This is an optimization exercise on Yosys and OpenROAD, whose aim is small area, not a production implementation.
Function was checked by simulation only, so behaviour that the tests miss may differ from the original.
No activity file was given, so power comes from the tool's default toggle rates.

==> flow/design.v (excerpt) <==
module dns_name_label_encoder (
  input  logic        clk,
  input  logic        rst_n,
  input  logic        in_valid,
  output logic        in_ready,
  input  logic        in_mode,
  input  logic [7:0]  in_char_code,
  output logic        out_valid,
  input  logic        out_ready,
  output logic [7:0]  out_byte,
  output logic        out_last_of_run,
  output logic [15:0] out_encoded_length,
  output logic        out_label_overflow
);
Size in the first run: ~550 flip-flops, roughly 12000 um2 of cells after synthesis.
clock: 5.5 ns
lec_check: 0
cap_margin: 20
core_margin: 2
core_utilization: 75
slew_margin: 20
standard.sh (not shown) runs the stock make flow with config.mk's settings and CLKGATE_MAP_FILE= SYNTH_SCRIPT=/design/flow/synth_recipe.tcl, a recipe that flattens the netlist after the stock synthesis.
==> flow/flow/run.sh <==
#!/bin/bash
# Layout flow: the standard ORFS layout (standard.sh), with these changes
# passed to ORFS through its own variables:
#  - synthesis maps logic with an area-oriented ABC script (abc_area.script
#    here) in place of ORFS's speed script; the synthesis script is
#    otherwise the standard flow's synth_recipe.tcl unchanged, so registers and names are
#    those of the standard synthesis;
#  - clock tree synthesis without dummy loads, with clkbuf_8 buffers and sink
#    clusters of at most 20 flip-flops (CTS_ARGS);
#  - port buffers of the smallest buffer cell (BUFFER_PORTS_ARGS).
# Each tool's full output is kept in the ORFS logs under orfs/logs, and the
# make output in flow_make.log here.
set -euo pipefail
here=$(pwd)
{
  printf 'proc abc {args} {\n'
  printf '  set i [lsearch $args -script]\n'
  printf '  if {$i >= 0} { lset args [expr {$i + 1}] %s/flow/abc_area.script }\n' "$here"
  printf '  yosys abc {*}$args\n'
  printf '}\n'
  cat synth_recipe.tcl
} > own_synth.tcl
sed -E "s#SYNTH_SCRIPT=[^ ]+#SYNTH_SCRIPT=$here/own_synth.tcl#" standard.sh > own_standard.sh
grep -q "SYNTH_SCRIPT=$here/own_synth.tcl" own_standard.sh
export CTS_ARGS="-sink_clustering_enable -repair_clock_nets -dont_use_dummy_load -sink_clustering_size 22 -sink_clustering_max_diameter 40 -buf_list sky130_fd_sc_hd__clkbuf_8"
export BUFFER_PORTS_ARGS="-buffer_cell sky130_fd_sc_hd__buf_1"
bash own_standard.sh > flow_make.log 2>&1
==> flow/flow/abc_area.script <==
strash
dch -f
map -a
strash
dch -f
map -a
strash
dch -f
map -a
topo
The baseline passed the timing, design-rule and antenna checks.
Rerun with:
--- a/flow/flow/run.sh
+++ b/flow/flow/run.sh
@@ -25 +25 @@
-export CTS_ARGS="-sink_clustering_enable -repair_clock_nets -dont_use_dummy_load -sink_clustering_size 22 -sink_clustering_max_diameter 40 -buf_list sky130_fd_sc_hd__clkbuf_8"
+export CTS_ARGS="-sink_clustering_enable -repair_clock_nets -dont_use_dummy_load -sink_clustering_size 20 -sink_clustering_max_diameter 60 -buf_list sky130_fd_sc_hd__clkbuf_8"
Settings changed: CORE_UTILIZATION 75 to 78.
Result: Now the flow failed in 3_5_place_dp with DPL-0033; area after synthesis does not change; synthesized cell count is unchanged.
Rerun with:
--- a/flow/flow/run.sh
+++ b/flow/flow/run.sh
@@ -25 +25 @@
-export CTS_ARGS="-sink_clustering_enable -repair_clock_nets -dont_use_dummy_load -sink_clustering_size 20 -sink_clustering_max_diameter 60 -buf_list sky130_fd_sc_hd__clkbuf_8"
+export CTS_ARGS="-sink_clustering_enable -repair_clock_nets -dont_use_dummy_load -sink_clustering_size 20 -sink_clustering_max_diameter 45 -buf_list sky130_fd_sc_hd__clkbuf_8"
==> flow/flow/abc_area.script (replaced) <==
strash
dch -f
amap
strash
dch -f
amap
topo
Settings changed: CORE_UTILIZATION 78 to 75.
Result: Now the flow went through all stages and came out clean; synthesized cell count is lower by 2.0%; synthesized area is lower by 0.48%.
Rerun with:
--- a/flow/flow/run.sh
+++ b/flow/flow/run.sh
@@ -25 +25 @@
-export CTS_ARGS="-sink_clustering_enable -repair_clock_nets -dont_use_dummy_load -sink_clustering_size 20 -sink_clustering_max_diameter 45 -buf_list sky130_fd_sc_hd__clkbuf_8"
+export CTS_ARGS="-sink_clustering_enable -repair_clock_nets -dont_use_dummy_load -sink_clustering_size 20 -sink_clustering_max_diameter 60 -buf_list sky130_fd_sc_hd__clkbuf_8"
==> flow/flow/abc_area.script (replaced) <==
strash
dch -f
map -a
strash
dch -f
map -a
strash
dch -f
map -a
topo
What happened:
- final area barely changes
- setup slack improves by 280 ps
- worst hold slack degrades by 17 ps
- clock-buffer cell count went down by 5
- wire length went down by 8.2%


== lane 1 ==
dns_name_label_encoder, a different RTL version from the one above (not shown whole).
For scale: ~770 cells after synthesis, ~41 I/O pins.
clock: 5.5 ns
lec_check: 0
cap_margin: 20
core_margin: 2
core_utilization: 75
slew_margin: 20
==> flow/flow/run.sh <==
#!/bin/bash
# Layout flow: the standard ORFS layout (standard.sh), with these changes
# passed to ORFS through its own variables:
#  - synthesis maps logic with an area-oriented ABC script (abc_area.script
#    here) in place of ORFS's speed script; the synthesis script is
#    otherwise the standard flow's synth_recipe.tcl unchanged, so registers and names are
#    those of the standard synthesis;
#  - clock tree synthesis without dummy loads, with clkbuf_8 buffers and sink
#    clusters of at most 20 flip-flops (CTS_ARGS);
#  - port buffers of the smallest buffer cell (BUFFER_PORTS_ARGS).
# Each tool's full output is kept in the ORFS logs under orfs/logs, and the
# make output in flow_make.log here.
set -euo pipefail
here=$(pwd)
{
  printf 'proc abc {args} {\n'
  printf '  set i [lsearch $args -script]\n'
  printf '  if {$i >= 0} { lset args [expr {$i + 1}] %s/flow/abc_area.script }\n' "$here"
  printf '  yosys abc {*}$args\n'
  printf '}\n'
  cat synth_recipe.tcl
} > own_synth.tcl
sed -E "s#SYNTH_SCRIPT=[^ ]+#SYNTH_SCRIPT=$here/own_synth.tcl#" standard.sh > own_standard.sh
grep -q "SYNTH_SCRIPT=$here/own_synth.tcl" own_standard.sh
export CTS_ARGS="-sink_clustering_enable -repair_clock_nets -dont_use_dummy_load -sink_clustering_size 20 -sink_clustering_max_diameter 55 -buf_list sky130_fd_sc_hd__clkbuf_8"
export BUFFER_PORTS_ARGS="-buffer_cell sky130_fd_sc_hd__buf_1"
bash own_standard.sh > flow_make.log 2>&1
==> flow/flow/abc_area.script <==
strash
dch -f
amap
strash
dch -f
amap
topo
Lane 1 did not stop at any stage, and its layout met the timing, design-rule and antenna checks.
Inputs modified between lane 1 and lane 2:
-- flow/flow/run.sh --
<<< lane 1, line 23
sed -E "s#SYNTH_SCRIPT=[^ ]+#SYNTH_SCRIPT=$here/own_synth.tcl#" standard.sh > own_standard.sh
grep -q "SYNTH_SCRIPT=$here/own_synth.tcl" own_standard.sh
export CTS_ARGS="-sink_clustering_enable -repair_clock_nets -dont_use_dummy_load -sink_clustering_size 20 -sink_clustering_max_diameter 55 -buf_list sky130_fd_sc_hd__clkbuf_8"
export BUFFER_PORTS_ARGS="-buffer_cell sky130_fd_sc_hd__buf_1"
bash own_standard.sh > flow_make.log 2>&1
>>> lane 2, line 23
sed -E "s#SYNTH_SCRIPT=[^ ]+#SYNTH_SCRIPT=$here/own_synth.tcl#" standard.sh > own_standard.sh
grep -q "SYNTH_SCRIPT=$here/own_synth.tcl" own_standard.sh
export CTS_ARGS="-sink_clustering_enable -repair_clock_nets -dont_use_dummy_load -sink_clustering_size 20 -sink_clustering_max_diameter 60 -buf_list sky130_fd_sc_hd__clkbuf_8"
export BUFFER_PORTS_ARGS="-buffer_cell sky130_fd_sc_hd__buf_1"
bash own_standard.sh > flow_make.log 2>&1
==> summary.txt <==
Re final weighted congestion in routability-driven placement: no difference whatsoever between lane 1 and lane 2.
From lane 2 to lane 1, final design utilization did not move at all.
Re power density over the cells: no difference whatsoever between lane 2 and lane 1.


Setup of the reference run:
dns_name_label_encoder, a different RTL version from the one above (not shown whole).
Size in the first run: about 780 cells after synthesis, roughly 41 I/O pins, ~12000 µm² of cells after synthesis.
// dns_name_label_encoder
module dns_name_label_encoder (
  input  logic        clk,
  input  logic        rst_n,
  input  logic        in_valid,
  output logic        in_ready,
  input  logic        in_mode,
  input  logic [7:0]  in_char_code,
  output logic        out_valid,
  input  logic        out_ready,
  output logic [7:0]  out_byte,
  output logic        out_last_of_run,
  output logic [15:0] out_encoded_length,
  output logic        out_label_overflow
);
clock: 5.5 ns
lec_check: 0
cap_margin: 20
core_margin: 2
core_utilization: 60
cts_buf_list: sky130_fd_sc_hd__clkbuf_8
cts_cluster_diameter: 60
cts_cluster_size: 20
slew_margin: 20
==> flow/flow/run.sh <==
#!/bin/bash
# Layout flow: the standard ORFS layout (standard.sh), with these changes
# passed to ORFS through its own variables:
#  - synthesis maps logic with an area-oriented ABC script (abc_area.script
#    here) in place of ORFS's speed script; the synthesis script is
#    otherwise the standard flow's synth_recipe.tcl unchanged, so registers and names are
#    those of the standard synthesis;
#  - clock tree synthesis without dummy loads, with clkbuf_8 buffers and sink
#    clusters of at most 20 flip-flops (CTS_ARGS);
#  - port buffers of the smallest buffer cell (BUFFER_PORTS_ARGS).
# Each tool's full output is kept in the ORFS logs under orfs/logs, and the
# make output in flow_make.log here.
set -euo pipefail
here=$(pwd)
{
  printf 'proc abc {args} {\n'
  printf '  set i [lsearch $args -script]\n'
  printf '  if {$i >= 0} { lset args [expr {$i + 1}] %s/flow/abc_area.script }\n' "$here"
  printf '  yosys abc {*}$args\n'
  printf '}\n'
  cat synth_recipe.tcl
} > own_synth.tcl
sed -E "s#SYNTH_SCRIPT=[^ ]+#SYNTH_SCRIPT=$here/own_synth.tcl#" standard.sh > own_standard.sh
grep -q "SYNTH_SCRIPT=$here/own_synth.tcl" own_standard.sh
export CTS_ARGS="-sink_clustering_enable -repair_clock_nets -dont_use_dummy_load -sink_clustering_size 20 -sink_clustering_max_diameter 60 -buf_list sky130_fd_sc_hd__clkbuf_8"
export BUFFER_PORTS_ARGS="-buffer_cell sky130_fd_sc_hd__buf_1"
bash own_standard.sh > flow_make.log 2>&1
==> flow/flow/abc_area.script <==
&get -n
&st
&dch
&nf -R 1000
&st
&syn2
&if -g -K 6
&synch2
&nf -R 1000
&put
Input-level comparison between the trial run and the reference run:
Settings: removing CTS_BUF_LIST (formerly sky130_fd_sc_hd__clkbuf_8); removing CTS_CLUSTER_SIZE (formerly 20); changing CORE_UTILIZATION from 60 to 80; removing CTS_CLUSTER_DIAMETER (formerly 60).
diff --git a/flow/flow/run.sh b/flow/flow/run.sh
--- a/flow/flow/run.sh
+++ b/flow/flow/run.sh
@@ -25 +25 @@
-export CTS_ARGS="-sink_clustering_enable -repair_clock_nets -dont_use_dummy_load -sink_clustering_size 20 -sink_clustering_max_diameter 60 -buf_list sky130_fd_sc_hd__clkbuf_8"
+export CTS_ARGS="-sink_clustering_enable -repair_clock_nets -dont_use_dummy_load -sink_clustering_size 24 -sink_clustering_max_diameter 50 -buf_list sky130_fd_sc_hd__clkbuf_8"
==> flow/flow/abc_area.script <==
strash
dch -f
map -a
strash
dch -f
map -a
strash
dch -f
map -a
topo
Notes after the runs:
- The trial run failed in detailed placement with DPL-0033.
- In the trial run relative to the reference run, detailed placer's ending HPWL had gone up by more than half.
- Compared with the reference run, the trial run shows post-synth design cell area lower by 0.37%.
- Going from the reference run to the trial run, the post-synth net total was found to have gone up by 59.
- Fraction of the mapped netlist area in compound gates: the trial run > the reference run
- As of the trial run, number of instances in the synthesized netlist had risen by a little under 10% compared to the reference run.
- The trial run vs the reference run — routability congestion estimate climbed by more than 10%
- Sort the trial run and the reference run by number of core rows, ascending, and the trial run comes first.
- Compared with the reference run, count of cell types in the netlist in the trial run decreased by more than a quarter.
- The floorplan die width of the trial run falls short of that of the reference run by about 13%.


Setup of job 4309:
Another version of the RTL of dns_name_label_encoder (not shown whole).
Size: roughly 840 cells after synthesis, roughly 41 I/O pins, ~0.013 sq mm of cells after synthesis.
Design dns_name_label_encoder, start of the top module:
module dns_name_label_encoder (
  input  logic        clk,
  input  logic        rst_n,
  input  logic        in_valid,
  output logic        in_ready,
  input  logic        in_mode,
  input  logic [7:0]  in_char_code,
  output logic        out_valid,
  input  logic        out_ready,
  output logic [7:0]  out_byte,
  output logic        out_last_of_run,
  output logic [15:0] out_encoded_length,
  output logic        out_label_overflow
);
clock: 5.5 ns
lec_check: 0
cap_margin: 20
core_margin: 2
core_utilization: 40
slew_margin: 20
run.sh (not shown) runs the stock make flow with config.mk's settings and CLKGATE_MAP_FILE= SYNTH_SCRIPT=/design/flow/synth_recipe.tcl, a recipe that flattens the netlist after the stock synthesis.
Stock flow here: none of the scripts above is used.
Job 4309 ended with every stage complete and zero timing, DRC or antenna violations.
--- input diff job 4309..job 6913 ---
Settings: CORE_UTILIZATION now 60, was 40; CTS_BUF_LIST now sky130_fd_sc_hd__clkbuf_4, previously not set; CTS_CLUSTER_SIZE now 30, previously not set.
[summary]
On sequential cell area share, the lower figure sits with job 4309, not job 6913. Final worst clock skew ends up lower on job 4309. Mux share of post-synthesis cell area came out exactly the same in job 6913 and job 4309. Job 6913: largest net degree at the start of global routing 3 above job 4309. The combinational power on job 4309 is in line with that on job 6913. Job 6913 ended with less count of inserted tapcells than job 4309. Global-route met2 utilization sits higher in job 6913 than in job 4309. Job 6913 vs. job 4309: clock-buffer cell count picked up an extra 150%, final-stage net count picked up an extra 7.4%, final period demand of the worst path lost 330 ps. Of job 6913 and job 4309, job 4309 shows the lower minimum setup slack in the final design, with job 6913 above it.
diff inputs: job 6913 => job 5453
Settings: CTS_CLUSTER_DIAMETER: unset -> 60; CTS_BUF_LIST: sky130_fd_sc_hd__clkbuf_4 -> sky130_fd_sc_hd__clkbuf_8; CTS_CLUSTER_SIZE: 30 -> 20.
### Flow results
Diff job 6913 -> job 5453: hold slack now smaller; total via count after detailed routing now smaller; overall routed net length now smaller. Job 6913 → job 5453: post-placement cell count neither gained nor lost much, portion of the clock cycle consumed by the worst path in the final layout has increased, utilization went down 4.5 points. Finished layout cell area delta (job 5453 − job 6913): favourable.


The RTL this note starts from:
==> flow/design.v <==
package dnsle_pkg;
  localparam int MAX_LABEL = 62;
  localparam int RING_DEPTH = MAX_LABEL + 1;
  localparam int CNT_W      = 6;
  localparam int BYTE_W     = 8;
  localparam int LEN_W      = 16;
  localparam logic [BYTE_W-1:0] DOT_CHAR = 8'd46;
endpackage
module dnsle_label_ram #(
  parameter int DEPTH = 63,
  parameter int WIDTH = 8
) (
  input  logic             clk,
  input  logic             wr_en,
  input  logic [WIDTH-1:0] wr_data,
  output logic [WIDTH-1:0] rd_data
);
  logic [DEPTH*WIDTH-1:0] ring_r;
  always_ff @(posedge clk) begin
    ring_r <= {ring_r[(DEPTH-1)*WIDTH-1:0],
               wr_en ? wr_data : ring_r[DEPTH*WIDTH-1 -: WIDTH]};
  end
  assign rd_data = ring_r[WIDTH-1:0];
endmodule
module dnsle_ctrl (
  input  logic        clk,
  input  logic        rst_n,
  input  logic        in_valid,
  output logic        in_ready,
  input  logic        in_mode,
  input  logic [7:0]  in_char_code,
  output logic        wr_en,
  input  logic [7:0]  rd_data,
  output logic        out_valid,
  input  logic        out_ready,
  output logic [7:0]  out_byte,
  output logic        out_last_of_run,
  output logic [15:0] out_encoded_length,
  output logic        out_label_overflow
);
  localparam int CNT_W = dnsle_pkg::CNT_W;
  localparam int LEN_W = dnsle_pkg::LEN_W;
  localparam logic [1:0] ST_IDLE  = 2'b00;
  localparam logic [1:0] ST_TSHOW = 2'b01;
  localparam logic [1:0] ST_DATA  = 2'b10;
  localparam logic [1:0] ST_TERM  = 2'b11;
  logic [1:0]       state_r;
  logic [CNT_W-1:0] off_r;
  logic [CNT_W-1:0] count_r;
  logic             dot_r;
  logic             ovf_r;
  logic             term_r;
  logic [LEN_W-1:0] enc_r;
  logic             valid_r;
  logic [7:0]       byte_r;
  logic st_idle, st_data, st_term, st_tshow;
  logic can_push, is_dot, empty, full, at_slot, closes, writes, take;
  logic consume, last, push, cnt_up, cnt_down;
  assign st_idle  = (state_r == ST_IDLE);
  assign st_data  = (state_r == ST_DATA);
  assign st_term  = (state_r == ST_TERM);
  assign st_tshow = (state_r == ST_TSHOW);
  assign can_push = !valid_r || out_ready;
  assign is_dot   = (in_char_code == dnsle_pkg::DOT_CHAR);
  assign empty    = (count_r == '0);
  assign full     = (count_r == CNT_W'(dnsle_pkg::MAX_LABEL));
  assign at_slot  = (off_r == count_r);
  assign closes   = in_mode || dot_r;
  assign writes   = !in_mode && !is_dot && (dot_r || !full);
  assign in_ready = st_idle && can_push && (!writes || at_slot);
  assign take     = in_valid && in_ready;
  assign wr_en    = take && writes;
  assign consume  = st_data && can_push && (off_r == CNT_W'(1));
  assign last     = (count_r == CNT_W'(1));
  assign push     = (take && closes && !(in_mode && empty)) || consume ||
                    (st_term && can_push);
  assign cnt_up   = wr_en && (!closes || empty);
  assign cnt_down = consume && !(last && !term_r && !dot_r);
  logic [CNT_W-1:0] cnt_tog;
  always_comb begin
    cnt_tog[0] = cnt_up || cnt_down;
    for (int i = 1; i < CNT_W; i++)
      cnt_tog[i] = cnt_tog[i-1] && (count_r[i-1] ? cnt_up : cnt_down);
  end
  logic [CNT_W-1:0] off_tog;
  logic             off_wrap;
  assign off_wrap = !consume && (off_r == CNT_W'(dnsle_pkg::MAX_LABEL));
  always_comb begin
    off_tog[0] = !consume;
    for (int i = 1; i < CNT_W; i++) off_tog[i] = off_tog[i-1] && off_r[i-1];
  end
  always_ff @(posedge clk) begin
    if (!rst_n) begin
      state_r <= ST_IDLE;
      off_r   <= '0;
      count_r <= '0;
      dot_r   <= 1'b0;
      ovf_r   <= 1'b0;
      valid_r <= 1'b0;
    end else begin
      case (state_r)
        ST_IDLE: begin
          if (take && closes) begin
            if (in_mode && empty) state_r <= ST_TERM;
            else if (!empty)      state_r <= ST_DATA;
          end
        end
        ST_DATA:  if (consume && last) state_r <= term_r ? ST_TERM : ST_IDLE;
        ST_TERM:  if (can_push) state_r <= ST_TSHOW;
        default:  if (out_ready) state_r <= ST_IDLE;
      endcase
      off_r <= (off_r ^ off_tog) & ~{CNT_W{off_wrap}};
      count_r <= count_r ^ cnt_tog;
      if (take) dot_r <= !in_mode && is_dot;
      if (st_tshow && out_ready)                          ovf_r <= 1'b0;
      else if (take && !in_mode && !dot_r && !is_dot && full) ovf_r <= 1'b1;
      if (push)           valid_r <= 1'b1;
      else if (out_ready) valid_r <= 1'b0;
    end
  end
  always_ff @(posedge clk) begin
    if (take && closes) term_r <= in_mode;
  end
  logic [LEN_W-1:0] enc_n;
  always_ff @(posedge clk) begin
    if (!rst_n || (st_tshow && out_ready)) enc_n <= '1;
    else if (push && enc_n != '0)          enc_n <= enc_n - LEN_W'(1);
  end
  assign enc_r = ~enc_n;
  always_ff @(posedge clk) begin
    if (push) byte_r <= st_data ? rd_data : 8'(count_r);
  end
  assign out_valid          = valid_r;
  assign out_byte           = byte_r;
  assign out_last_of_run    = !state_r[1];
  assign out_encoded_length = st_tshow ? enc_r : '0;
  assign out_label_overflow = ovf_r;
endmodule
module dns_name_label_encoder (
  input  logic        clk,
  input  logic        rst_n,
  input  logic        in_valid,
  output logic        in_ready,
  input  logic        in_mode,
  input  logic [7:0]  in_char_code,
  output logic        out_valid,
  input  logic        out_ready,
  output logic [7:0]  out_byte,
  output logic        out_last_of_run,
  output logic [15:0] out_encoded_length,
  output logic        out_label_overflow
);
  logic       wr_en;
  logic [7:0] rd_data;
  dnsle_label_ram #(
    .DEPTH (dnsle_pkg::RING_DEPTH),
    .WIDTH (dnsle_pkg::BYTE_W)
  ) u_ram (
    .clk     (clk),
    .wr_en   (wr_en),
    .wr_data (in_char_code),
    .rd_data (rd_data)
  );
  dnsle_ctrl u_ctrl (
    .clk                (clk),
    .rst_n              (rst_n),
    .in_valid           (in_valid),
    .in_ready           (in_ready),
    .in_mode            (in_mode),
    .in_char_code       (in_char_code),
    .wr_en              (wr_en),
    .rd_data            (rd_data),
    .out_valid          (out_valid),
    .out_ready          (out_ready),
    .out_byte           (out_byte),
    .out_last_of_run    (out_last_of_run),
    .out_encoded_length (out_encoded_length),
    .out_label_overflow (out_label_overflow)
  );
endmodule
Settings: LEC_CHECK=0, CAP_MARGIN=20, CORE_MARGIN=2, CORE_UTILIZATION=75, SLEW_MARGIN=20; clock period 5.5 ns.
standard.sh (not shown) runs the stock make flow with config.mk's settings and CLKGATE_MAP_FILE= SYNTH_SCRIPT=/design/flow/synth_recipe.tcl, a recipe that flattens the netlist after the stock synthesis.
==> flow/flow/run.sh <==
#!/bin/bash
# Layout flow: the standard ORFS layout (standard.sh), with these changes
# passed to ORFS through its own variables:
#  - synthesis maps logic with an area-oriented ABC script (abc_area.script
#    here) in place of ORFS's speed script; the synthesis script is
#    otherwise the standard flow's synth_recipe.tcl unchanged, so registers and names are
#    those of the standard synthesis;
#  - clock tree synthesis without dummy loads, with clkbuf_8 buffers and sink
#    clusters of at most 20 flip-flops (CTS_ARGS);
#  - port buffers of the smallest buffer cell (BUFFER_PORTS_ARGS).
# Each tool's full output is kept in the ORFS logs under orfs/logs, and the
# make output in flow_make.log here.
set -euo pipefail
here=$(pwd)
{
  printf 'proc abc {args} {\n'
  printf '  set i [lsearch $args -script]\n'
  printf '  if {$i >= 0} { lset args [expr {$i + 1}] %s/flow/abc_area.script }\n' "$here"
  printf '  yosys abc {*}$args\n'
  printf '}\n'
  cat synth_recipe.tcl
} > own_synth.tcl
sed -E "s#SYNTH_SCRIPT=[^ ]+#SYNTH_SCRIPT=$here/own_synth.tcl#" standard.sh > own_standard.sh
grep -q "SYNTH_SCRIPT=$here/own_synth.tcl" own_standard.sh
export CTS_ARGS="-sink_clustering_enable -repair_clock_nets -dont_use_dummy_load -sink_clustering_size 34 -sink_clustering_max_diameter 50 -buf_list sky130_fd_sc_hd__clkbuf_16"
export BUFFER_PORTS_ARGS="-buffer_cell sky130_fd_sc_hd__buf_1"
bash own_standard.sh > flow_make.log 2>&1
==> flow/flow/abc_area.script <==
strash
dch -f
map -a
strash
dch -f
map -a
strash
dch -f
map -a
topo
The first run completed without violations.
Rerun with:
--- a/flow/flow/run.sh
+++ b/flow/flow/run.sh
@@ -23,5 +23,5 @@
 sed -E "s#SYNTH_SCRIPT=[^ ]+#SYNTH_SCRIPT=$here/own_synth.tcl#" standard.sh > own_standard.sh
 grep -q "SYNTH_SCRIPT=$here/own_synth.tcl" own_standard.sh
-export CTS_ARGS="-sink_clustering_enable -repair_clock_nets -dont_use_dummy_load -sink_clustering_size 34 -sink_clustering_max_diameter 50 -buf_list sky130_fd_sc_hd__clkbuf_16"
+export CTS_ARGS="-sink_clustering_enable -repair_clock_nets -dont_use_dummy_load -sink_clustering_size 20 -sink_clustering_max_diameter 60 -buf_list sky130_fd_sc_hd__clkbuf_8"
 export BUFFER_PORTS_ARGS="-buffer_cell sky130_fd_sc_hd__buf_1"
 bash own_standard.sh > flow_make.log 2>&1
- CORE_UTILIZATION: 75 -> 70
Effect: The changed run finished clean. Die area rose by 6.9%. Worst hold slack gets worse by 0.0091 ns. Routed wire length fell by 24%.

## afterwards: timing with drivers on the ports
How much do the figures lean on ideal ports? The routed layouts below were timed once more, with nothing changed but the port constraints. Step 1, drivers: a clkbuf_16 drives clk and a buf_2 each remaining input, both assumed. Step 2 adds t to the input delays and takes it off the output delays; t is the mean of the earliest and latest rising clock arrival at the registers after step 1. Input paths then give back, and output paths get back, about the clock's delay inside the block. Three values: ideal, step 1, step 2; two values: the first two.
run	t, ns	setup slack, ns	latest minus earliest clock arrival (ns)
the first run of note 1	0.571	0.839 / 0.839 / 0.309	0.070 / 0.070
the third run of note 1	0.568	0.553 / 0.567 / -0.001	0.054 / 0.055
the fourth run of note 1	0.597	0.836 / 0.836 / 0.345	0.078 / 0.077
lane 1	0.617	0.586 / 0.602 / -0.015	0.056 / 0.055
lane 2	0.617	0.586 / 0.602 / -0.015	0.056 / 0.055
the reference run	0.559	1.609 / 1.584 / 1.417	0.056 / 0.057
job 4309	0.597	0.764 / 0.735 / 0.735	0.013 / 0.013
job 6913	0.755	1.095 / 1.067 / 1.067	0.049 / 0.050
job 5453	0.570	1.067 / 1.040 / 1.040	0.045 / 0.045
the first run of note 5	0.593	0.276 / 0.253 / -0.340	0.071 / 0.071
the second run of note 5	0.603	1.428 / 1.390 / 1.038	0.057 / 0.058
With both steps, setup timing fails in the third run of note 1, lane 1, lane 2 and the first run of note 5, where it was met with ideal ports. The setup slack of the first run of note 5, which loses most, moves by -0.023 ns with the drivers and by -0.616 ns with both steps.
